This design comes from an exercise in tuning for small area, a short achievable clock period and few clock cycles per item on the open sky130 flow, not from production work.
Where RTL was checked, it was by simulation tests only, not by an equivalence proof against the original.
Power and IR drop assume default switching activity.

## muldiv_controller
module muldiv_controller
#(
   parameter int XLEN = muldiv_controller_pkg::XLEN_DEF
) (
   input  logic            CLK,
   input  logic            RESET,
   input  logic            START,
   input  logic [2:0]      FUNCT3,
   input  logic [XLEN-1:0] OPERAND_A,
   input  logic [XLEN-1:0] OPERAND_B,
   input  logic            FLUSH,
   output logic            BUSY,
   output logic            DONE,
   output logic [XLEN-1:0] RESULT
);
   logic        r_busy;
   logic        r_done;
   logic        r_mul;       
   logic        r_div;       
   logic        r_nega;      
   logic        r_fix;       
   logic        r_div0;      
   logic        r_rem;       
   logic        r_hi;        
   logic        r_mcs;       
   logic        r_sb;        
   logic        r_negres;    
   logic [5:0]  r_n;         
   logic        c_oph, c_opd, c_opnl, c_opnh;
   logic        c_one0, c_two0, c_neg0, c_cin0, c_one1, c_two1, c_neg1, c_cin1;
   logic [31:0] r_x;         
   logic [31:0] r_l;         
   logic [33:0] r_h;         
   logic        r_e;         
   localparam int MS  = 12;    
   localparam int DSA = 16;    
   localparam int DSB = 5;
   logic w_in_div, w_in_sdiv, w_in_rem, w_in_b0, w_in_nega, w_in_sb;
   assign w_in_div  = muldiv_controller_pkg::is_div(FUNCT3);
   assign w_in_sdiv = muldiv_controller_pkg::is_div_signed(FUNCT3);
   assign w_in_rem  = muldiv_controller_pkg::is_rem(FUNCT3);
   assign w_in_b0   = (OPERAND_B == 32'b0);
   assign w_in_nega = w_in_sdiv & OPERAND_A[31];
   assign w_in_sb   = w_in_sdiv & OPERAND_B[31];
   logic w_ms12;
   assign w_ms12 = (r_l[MS-1:0] == {MS{r_e}}) && (r_n >= 6'(MS));
   logic [31:0] w_bm;
   logic [32:0] w_s;         
   logic [31:0] w_f;         
   logic [31+DSA:0] w_r16;
   logic [31+DSB:0] w_r5;
   logic        w_ds16, w_ds5;
   assign w_bm = r_x ^ {32{r_sb}};
   always_comb begin
      logic [31:0] p;
      p = w_bm;
      for (int d = 1; d < 32; d = d * 2)
         for (int i = 0; i < 32; i++)
            if (i + d < 32) p[i] = p[i] | p[i + d];
      w_s = {1'b0, p};
   end
   assign w_f   = ~w_s[32:1];
   assign w_r16 = {r_h[31:0], r_l[31:32-DSA]};
   assign w_r5  = {r_h[31:0], r_l[31:32-DSB]};
  ...
Size in the first run: ~1800 cells after synthesis, ~130 flip-flops, about 110 I/O pins, ~13000 um2 of cells after synthesis.
==> flow/config.mk <==
export PLATFORM = sky130hd
export DESIGN_NAME = muldiv_controller
export DESIGN_NICKNAME = muldiv_controller
export VERILOG_FILES = /design/flow/design.v
export SDC_FILE = /design/flow/constraint.sdc
export NUM_CORES = 4
export LEC_CHECK = 0
export CAP_MARGIN = 20
export CORE_MARGIN = 2
export CORE_UTILIZATION = 30
export SLEW_MARGIN = 20
export TNS_END_PERCENT = 0
==> flow/constraint.sdc <==
create_clock -name core_clock -period 11.0 [get_ports {CLK}]
set_input_delay 2.2000 -clock core_clock [delete_from_list [all_inputs] [get_ports {CLK}]]
set_output_delay 2.2000 -clock core_clock [all_outputs]
set_load 0.01 [all_outputs]
standard.sh (not shown) runs the stock make flow with config.mk's settings and CLKGATE_MAP_FILE= SYNTH_SCRIPT=/design/flow/synth_recipe.tcl, a recipe that flattens the netlist after the stock synthesis.
==> flow/flow/run.sh <==
#!/bin/bash
# Standard ORFS layout (the standard.sh), with two changes to how it is made:
#  - timing repair aims for MARGIN ns of setup slack at the design's clock period
#    (the SDC is unchanged), repairing only the worst path (TNS_END_PERCENT in config.mk);
#  - the port buffers that buffer_ports puts on every input and output are buf_1 cells.
# make's full output goes to flow_make.log in this folder.
set -euo pipefail
MARGIN=$(cat flow/margin.txt)
export BUFFER_PORTS_ARGS="-buffer_cell sky130_fd_sc_hd__buf_1"
bash standard.sh finish SETUP_SLACK_MARGIN=$MARGIN > flow_make.log 2>&1
==> flow/flow/margin.txt <==
8
Then changed:
--- a/flow/design.v
+++ b/flow/design.v
@@ -259,45 +259,43 @@
          r_sb     <= w_in_sb;
          r_negres <= w_in_div ? (w_in_sdiv & (OPERAND_A[31] ^ (OPERAND_B[31] & ~w_in_rem)))
                               : ((FUNCT3[1:0] == 2'b11) & OPERAND_A[31]);
       end
    end
    always_ff @(posedge CLK) begin
       if (!r_busy) begin
          r_x <= OPERAND_B;
          r_l <= OPERAND_A;
          r_h <= '0;
          r_e <= 1'b0;
          r_n <= 6'd32;
+      end else if (r_div0) begin
+         if (!r_rem) r_l <= '1;
       end else begin
          if (r_mul | r_div) r_n <= w_nn;
          if (r_mul) r_e <= n_e;
          if (r_mul) begin
             if (w_s12)      r_h <= {{MS{r_h[33]}}, r_h[33:MS]};
             else            r_h <= {w_sum[36], w_sum[36:4]};
          end else if (r_div) begin
             if (w_s16)      r_h <= {2'b00, w_r16[31:0]};
             else if (w_s5)  r_h <= {2'b00, w_r5[31:0]};
             else            r_h <= w_sum[33:0];
-         end else if (r_nega) begin
-            r_h <= '0;
-         end else begin
+         end else if (r_fix & r_hi) begin
             r_h <= w_sum[33:0];
          end
-         if (r_div0) begin
-            r_l <= r_l | {32{~r_rem}};
-         end else if (r_mul) begin
+         if (r_mul) begin
             if (w_s12)      r_l <= {r_h[MS-1:0], r_l[31:MS]};
             else            r_l <= {w_sum[3:0], r_l[31:4]};
          end else if (r_div) begin
             if (w_s16)      r_l <= {r_l[31-DSA:0], DSA'(0)};
             else if (w_s5)  r_l <= {r_l[31-DSB:0], DSB'(0)};
             else            r_l <= {r_l[30:0], w_ge};
-         end else begin
+         end else if (r_nega | (r_fix & ~r_hi)) begin
             r_l <= w_sum[31:0];
          end
       end
    end
    assign BUSY   = r_busy;
    assign DONE   = r_done;
    assign RESULT = r_hi ? r_h[31:0] : r_l;
 endmodule
What happened: First-iteration DRC count rose by about 17%. Via count rose by about 3%. Sequential cell count does not change. Total power fell by about 3.3%. Wire length rose by about 9%. Core utilization fell by 0.17 points. Worst hold slack loses 0.010 ns. Non-clock buffer count rose by 16. Sequential share of layout area rose by 1.3 points. Die area rose by 3.6%. Clock power fell by 7.7%. Maximum frequency rose by about 7.5%. Final area rose by about 4%.
Testbench counts after the change, summed over its fixed seeds: cycles 41,404, ops 4,800.
The RTL of the first run of this note was laid out without a check of its function.

* * *

The RTL this note starts from:
==> flow/design.v <==
package muldiv_controller_pkg;
   localparam int XLEN_DEF = 32;
   localparam logic [2:0] F3_MUL    = 3'b000;
   localparam logic [2:0] F3_MULH   = 3'b001;
   localparam logic [2:0] F3_MULHSU = 3'b010;
   localparam logic [2:0] F3_MULHU  = 3'b011;
   localparam logic [2:0] F3_DIV    = 3'b100;
   localparam logic [2:0] F3_DIVU   = 3'b101;
   localparam logic [2:0] F3_REM    = 3'b110;
   localparam logic [2:0] F3_REMU   = 3'b111;
   function automatic logic is_div(input logic [2:0] f3);
      is_div = f3[2];
   endfunction
   function automatic logic is_div_signed(input logic [2:0] f3);
      is_div_signed = f3[2] & ~f3[0];
   endfunction
   function automatic logic is_rem(input logic [2:0] f3);
      is_rem = f3[2] & f3[1];
   endfunction
endpackage
module muldiv_multiplier (
   input  logic [36:0] i_op1,
   input  logic [32:0] i_m,       
   input  logic        i_one0,
   input  logic        i_two0,
   input  logic        i_neg0,
   input  logic        i_cin0,
   input  logic        i_one1,
   input  logic        i_two1,
   input  logic        i_neg1,
   input  logic        i_cin1,
   output logic [36:0] o_sum
);
   logic [36:0] w_pp0, w_pp1, w_s, w_c;
   always_comb begin
      w_pp0 = '0;
      if (i_one0) w_pp0 = {{4{i_m[32]}}, i_m};
      if (i_two0) w_pp0 = {{3{i_m[32]}}, i_m, 1'b0};
      w_pp0 = w_pp0 ^ {37{i_neg0}};
      w_pp1 = '0;
      if (i_one1) w_pp1 = {{2{i_m[32]}}, i_m, 2'b00};
      if (i_two1) w_pp1 = {i_m[32], i_m, 3'b000};
      w_pp1 = w_pp1 ^ {37{i_neg1}};
   end
   assign w_s   = i_op1 ^ w_pp0 ^ w_pp1;
   assign w_c   = {(i_op1[35:0] & w_pp0[35:0]) | (i_op1[35:0] & w_pp1[35:0]) | (w_pp0[35:0] & w_pp1[35:0]), i_cin1};
   logic [36:0] w_g, w_p;
   always_comb begin
      logic [36:0] g, p, gn, pn;
      g = w_s & w_c;
      p = w_s ^ w_c;
      g[0] = g[0] | (p[0] & i_cin0);
      for (int d = 1; d < 37; d = d * 2) begin
         gn = g;
         pn = p;
         for (int i = 0; i < 37; i++)
            if ((i / d) % 2 == 1) begin
               gn[i] = g[i] | (p[i] & g[(i / d) * d - 1]);
               pn[i] = p[i] & p[(i / d) * d - 1];
            end
         g = gn;
         p = pn;
      end
      w_g = g;
   end
   assign w_p   = w_s ^ w_c;
   assign o_sum = w_p ^ {w_g[35:0], i_cin0};
endmodule
module muldiv_controller
#(
   parameter int XLEN = muldiv_controller_pkg::XLEN_DEF
) (
   input  logic            CLK,
   input  logic            RESET,
   input  logic            START,
   input  logic [2:0]      FUNCT3,
   input  logic [XLEN-1:0] OPERAND_A,
   input  logic [XLEN-1:0] OPERAND_B,
   input  logic            FLUSH,
   output logic            BUSY,
   output logic            DONE,
   output logic [XLEN-1:0] RESULT
);
   logic        r_busy;
   logic        r_done;
   logic        r_mul;       
   logic        r_div;       
   logic        r_nega;      
   logic        r_fix;       
   logic        r_div0;      
   logic        r_rem;       
   logic        r_hi;        
   logic        r_mcs;       
   logic        r_sb;        
   logic        r_negres;    
   logic [5:0]  r_n;         
   logic        c_oph, c_opd, c_opnl, c_opnh;
   logic        c_one0, c_two0, c_neg0, c_cin0, c_one1, c_two1, c_neg1, c_cin1;
   logic [31:0] r_x;         
   logic [31:0] r_l;         
   logic [33:0] r_h;         
   logic        r_e;         
   localparam int MS  = 12;    
   localparam int DSA = 16;    
   localparam int DSB = 5;
   logic w_in_div, w_in_sdiv, w_in_rem, w_in_b0, w_in_nega, w_in_sb;
   assign w_in_div  = muldiv_controller_pkg::is_div(FUNCT3);
   assign w_in_sdiv = muldiv_controller_pkg::is_div_signed(FUNCT3);
   assign w_in_rem  = muldiv_controller_pkg::is_rem(FUNCT3);
   assign w_in_b0   = (OPERAND_B == 32'b0);
   assign w_in_nega = w_in_sdiv & OPERAND_A[31];
   assign w_in_sb   = w_in_sdiv & OPERAND_B[31];
   logic w_ms12;
   assign w_ms12 = (r_l[MS-1:0] == {MS{r_e}}) && (r_n >= 6'(MS));
   logic [31:0] w_bm;
   logic [32:0] w_s;         
   logic [31:0] w_f;         
   logic [31+DSA:0] w_r16;
   logic [31+DSB:0] w_r5;
   logic        w_ds16, w_ds5;
   assign w_bm = r_x ^ {32{r_sb}};
   always_comb begin
      logic [31:0] p;
      p = w_bm;
      for (int d = 1; d < 32; d = d * 2)
         for (int i = 0; i < 32; i++)
            if (i + d < 32) p[i] = p[i] | p[i + d];
      w_s = {1'b0, p};
   end
   assign w_f   = ~w_s[32:1];
   assign w_r16 = {r_h[31:0], r_l[31:32-DSA]};
   assign w_r5  = {r_h[31:0], r_l[31:32-DSB]};
   assign w_ds16 = ~r_h[33] && ~|(w_r16[31:0] & w_f) && ~|w_r16[31+DSA:32] && (r_n >= 6'(DSA));
   assign w_ds5  = ~r_h[33] && ~|(w_r5[31:0]  & w_f) && ~|w_r5[31+DSB:32]  && (r_n >= 6'(DSB));
   logic w_s16, w_s12, w_s5, w_skip;
   assign w_s12  = r_mul & w_ms12;
   assign w_s16  = r_div & w_ds16;
   assign w_s5   = r_div & w_ds5;
   assign w_skip = w_s16 | w_s12 | w_s5;
   logic [32:0] w_m;
   logic [36:0] w_op1;
   logic [36:0] w_sum;
   logic        w_ge;
   assign w_m   = {r_mcs & r_x[31], r_x};
   assign w_op1 = ({37{c_oph}}  & {{3{r_h[33]}}, r_h})
                | ({37{c_opd}}  & {{2{r_h[33]}}, r_h, r_l[31]})
                | ({37{c_opnl}} & ~{5'b00000, r_l})
                | ({37{c_opnh}} & ~{{3{r_h[33]}}, r_h});
   muldiv_multiplier u_mul (
      .i_op1  (w_op1),
      .i_m    (w_m),
      .i_one0 (c_one0),
      .i_two0 (c_two0),
      .i_neg0 (c_neg0),
      .i_cin0 (c_cin0),
      .i_one1 (c_one1),
      .i_two1 (c_two1),
      .i_neg1 (c_neg1),
      .i_cin1 (c_cin1),
      .o_sum  (w_sum)
   );
   assign w_ge = ~w_sum[36];
   logic [5:0] w_nn;          
   logic       w_last, w_fixnext, w_end;
   always_comb begin
      if (w_s16)      w_nn = r_n - 6'(DSA);
      else if (w_s12) w_nn = r_n - 6'(MS);
      else if (w_s5)  w_nn = r_n - 6'(DSB);
      else if (r_mul) w_nn = r_n - 6'd4;
      else            w_nn = r_n - 6'd1;
   end
   assign w_last = (w_s16 & (r_n == 6'(DSA))) | (w_s12 & (r_n == 6'(MS))) | (w_s5 & (r_n == 6'(DSB)))
                 | (~w_skip & ((r_mul & (r_n == 6'd4)) | (r_div & (r_n == 6'd1))));
   logic f_corr, f_mfix, f_neg;
   assign f_mfix = r_mul;
   assign f_corr = r_div & r_rem & ~w_skip & ~w_ge;
   assign f_neg  = r_div & r_negres;
   assign w_fixnext = r_negres | f_corr;
   assign w_end  = r_div0 | r_fix | (w_last & ~w_fixnext);
   logic n_mul, n_div, n_nega, n_fix, n_sub;
   always_comb begin
      if (!r_busy) begin
         n_mul  = ~w_in_div;
         n_div  = w_in_div & ~w_in_nega;
         n_nega = w_in_nega;
         n_fix  = 1'b0;
         n_sub  = 1'b1;
      end else begin
         n_mul  = r_mul & ~w_last;
         n_div  = (r_div & ~w_last) | r_nega;
         n_nega = 1'b0;
         n_fix  = w_last & w_fixnext;
         n_sub  = r_nega | w_skip | w_ge;
      end
   end
   logic [3:0] n_lb;
   logic       n_e;
   always_comb begin
      if (!r_busy) begin
         n_lb = OPERAND_A[3:0];
         n_e  = 1'b0;
      end else if (w_s12) begin
         n_lb = r_l[MS+3:MS];
         n_e  = r_e;
      end else begin
         n_lb = r_l[7:4];
         n_e  = r_l[3];
      end
   end
   always_ff @(posedge CLK) begin
      if (RESET || FLUSH) begin
         r_busy <= 1'b0;
         r_done <= 1'b0;
      end else if (!r_busy) begin
         r_busy <= START;
         r_done <= 1'b0;
      end else if (w_end) begin
         r_busy <= 1'b0;
         r_done <= 1'b1;
      end
   end
   always_ff @(posedge CLK) begin
      r_mul  <= n_mul;
      r_div  <= n_div;
      r_nega <= n_nega;
      r_fix  <= n_fix;
      r_div0 <= ~r_busy & w_in_div & w_in_b0;
      if (n_fix) begin
         c_oph  <= f_mfix | (f_corr & ~f_neg);
         c_opd  <= 1'b0;
         c_opnl <= f_neg & ~r_rem;
         c_opnh <= f_neg & r_rem;
         c_one0 <= f_mfix | f_corr;
         c_two0 <= 1'b0;
         c_neg0 <= f_corr & (f_neg ^ r_sb);
         c_cin0 <= (f_corr & r_sb) | f_neg;
         c_one1 <= 1'b0;
         c_two1 <= 1'b0;
         c_neg1 <= 1'b0;
         c_cin1 <= f_corr & f_neg & ~r_sb;
      end else begin
         c_oph  <= n_mul;
         c_opd  <= n_div;
         c_opnl <= n_nega;
         c_opnh <= 1'b0;
         c_one0 <= n_mul ? (n_lb[0] ^ n_e) : n_div;
         c_two0 <= n_mul & ((n_lb[1] & ~n_lb[0] & ~n_e) | (~n_lb[1] & n_lb[0] & n_e));
         c_neg0 <= n_mul ? n_lb[1] : (n_div & (n_sub ^ (r_busy ? r_sb : w_in_sb)));
         c_cin0 <= n_mul ? n_lb[1] : ((n_div & (n_sub ^ (r_busy ? r_sb : w_in_sb))) | n_nega);
         c_one1 <= n_mul & (n_lb[2] ^ n_lb[1]);
         c_two1 <= n_mul & ((n_lb[3] & ~n_lb[2] & ~n_lb[1]) | (~n_lb[3] & n_lb[2] & n_lb[1]));
         c_neg1 <= n_mul & n_lb[3];
         c_cin1 <= n_mul & n_lb[3];
      end
      if (!r_busy) begin
         r_rem    <= w_in_rem;
         r_hi     <= w_in_div ? (w_in_rem & ~w_in_b0) : (FUNCT3[1:0] != 2'b00);
         r_mcs    <= w_in_div ? w_in_sdiv : (FUNCT3[1:0] == 2'b01);
         r_sb     <= w_in_sb;
         r_negres <= w_in_div ? (w_in_sdiv & (OPERAND_A[31] ^ (OPERAND_B[31] & ~w_in_rem)))
                              : ((FUNCT3[1:0] == 2'b11) & OPERAND_A[31]);
      end
   end
   always_ff @(posedge CLK) begin
      if (!r_busy) begin
         r_x <= OPERAND_B;
         r_l <= OPERAND_A;
         r_h <= '0;
         r_e <= 1'b0;
         r_n <= 6'd32;
      end else begin
         if (r_mul | r_div) r_n <= w_nn;
         if (r_mul) r_e <= n_e;
         if (r_mul) begin
            if (w_s12)      r_h <= {{MS{r_h[33]}}, r_h[33:MS]};
            else            r_h <= {w_sum[36], w_sum[36:4]};
         end else if (r_div) begin
            if (w_s16)      r_h <= {2'b00, w_r16[31:0]};
            else if (w_s5)  r_h <= {2'b00, w_r5[31:0]};
            else            r_h <= w_sum[33:0];
         end else if (r_nega) begin
            r_h <= '0;
         end else begin
            r_h <= w_sum[33:0];
         end
         if (r_div0) begin
            r_l <= r_l | {32{~r_rem}};
         end else if (r_mul) begin
            if (w_s12)      r_l <= {r_h[MS-1:0], r_l[31:MS]};
            else            r_l <= {w_sum[3:0], r_l[31:4]};
         end else if (r_div) begin
            if (w_s16)      r_l <= {r_l[31-DSA:0], DSA'(0)};
            else if (w_s5)  r_l <= {r_l[31-DSB:0], DSB'(0)};
            else            r_l <= {r_l[30:0], w_ge};
         end else begin
            r_l <= w_sum[31:0];
         end
      end
   end
   assign BUSY   = r_busy;
   assign DONE   = r_done;
   assign RESULT = r_hi ? r_h[31:0] : r_l;
endmodule
==> flow/config.mk <==
export PLATFORM = sky130hd
export DESIGN_NAME = muldiv_controller
export DESIGN_NICKNAME = muldiv_controller
export VERILOG_FILES = /design/flow/design.v
export SDC_FILE = /design/flow/constraint.sdc
export NUM_CORES = 4
export LEC_CHECK = 0
export ABC_AREA = 1
export CAP_MARGIN = 20
export CORE_MARGIN = 2
export CORE_UTILIZATION = 50
export SLEW_MARGIN = 20
export TNS_END_PERCENT = 0
==> flow/constraint.sdc <==
create_clock -name core_clock -period 11.0 [get_ports {CLK}]
set_input_delay 2.2000 -clock core_clock [delete_from_list [all_inputs] [get_ports {CLK}]]
set_output_delay 2.2000 -clock core_clock [all_outputs]
set_load 0.01 [all_outputs]
Scripts as last shown in full above: flow/flow/run.sh, flow/flow/margin.txt
Change:
--- a/flow/design.v
+++ b/flow/design.v
@@ -267,8 +267,10 @@
          r_l <= OPERAND_A;
          r_h <= '0;
          r_e <= 1'b0;
          r_n <= 6'd32;
+      end else if (r_div0) begin
+         if (!r_rem) r_l <= '1;
       end else begin
          if (r_mul | r_div) r_n <= w_nn;
          if (r_mul) r_e <= n_e;
          if (r_mul) begin
@@ -277,23 +279,19 @@
          end else if (r_div) begin
             if (w_s16)      r_h <= {2'b00, w_r16[31:0]};
             else if (w_s5)  r_h <= {2'b00, w_r5[31:0]};
             else            r_h <= w_sum[33:0];
-         end else if (r_nega) begin
-            r_h <= '0;
-         end else begin
+         end else if (r_fix & r_hi) begin
             r_h <= w_sum[33:0];
          end
-         if (r_div0) begin
-            r_l <= r_l | {32{~r_rem}};
-         end else if (r_mul) begin
+         if (r_mul) begin
             if (w_s12)      r_l <= {r_h[MS-1:0], r_l[31:MS]};
             else            r_l <= {w_sum[3:0], r_l[31:4]};
          end else if (r_div) begin
             if (w_s16)      r_l <= {r_l[31-DSA:0], DSA'(0)};
             else if (w_s5)  r_l <= {r_l[31-DSB:0], DSB'(0)};
             else            r_l <= {r_l[30:0], w_ge};
-         end else begin
+         end else if (r_nega | (r_fix & ~r_hi)) begin
             r_l <= w_sum[31:0];
          end
       end
    end
What happened:
- The new run ran to the end with no violations
- sequential cell count stays the same
- routed wire length goes up by 1.0%
- final cell count falls by 4.4%
- clock skew shrinks by 0.0072 ns
- core utilization grows by 3.3 points
- non-clock buffer count climbs by 13
- setup slack improves by 0.41 ns
- die area goes down by 0.63%
- cell area goes up by 5.4%
- total power decreases by 8.7%
- worst hold slack loses 0.011 ns
- clock-buffer cell count climbs by 10
- area after synthesis fell by about 0.65%
- via count came out lower by 2.3%
Testbench counts after the change, summed over its fixed seeds: cycles 41,404, ops 4,800.
No functional check of the RTL was part of the first run of this note.

afterwards: timing with drivers on the ports:
Ports are ideal in the flow. The routed layouts listed here were re-timed in OpenROAD.
Step 1: set_driving_cell puts a clkbuf_16 on CLK and a buf_2 on each other input, an assumption about the parent block.
Step 2, shift: input delay + t, output delay - t, t = (earliest + latest rising clock arrival at the registers) / 2. This alone moves slack from input paths to output paths.
a / b / c = ideal / step 1 / step 2; a / b = the first two.
| run | shift t [ns] | setup slack, ns | worst setup path after step 2 | clock arrival spread, ns | worst register clock-pin slew, ns |
|---|---|---|---|---|---|
| the first run of note 1 | 0.508 | 6.106 / 6.106 / 6.106 | register to register | 0.019 / 0.020 | 0.07 / 0.07 |
| the second run of note 1 | 0.528 | 6.450 / 6.450 / 6.450 | register to register | 0.017 / 0.017 | 0.07 / 0.07 |
| the first run of note 2 | 0.510 | 6.538 / 6.538 / 6.538 | register to register | 0.024 / 0.024 | 0.07 / 0.07 |
| the second run of note 2 | 0.510 | 6.946 / 6.905 / 6.946 | register to register | 0.017 / 0.017 | 0.07 / 0.07 |
After both steps every run listed still meets setup and hold.
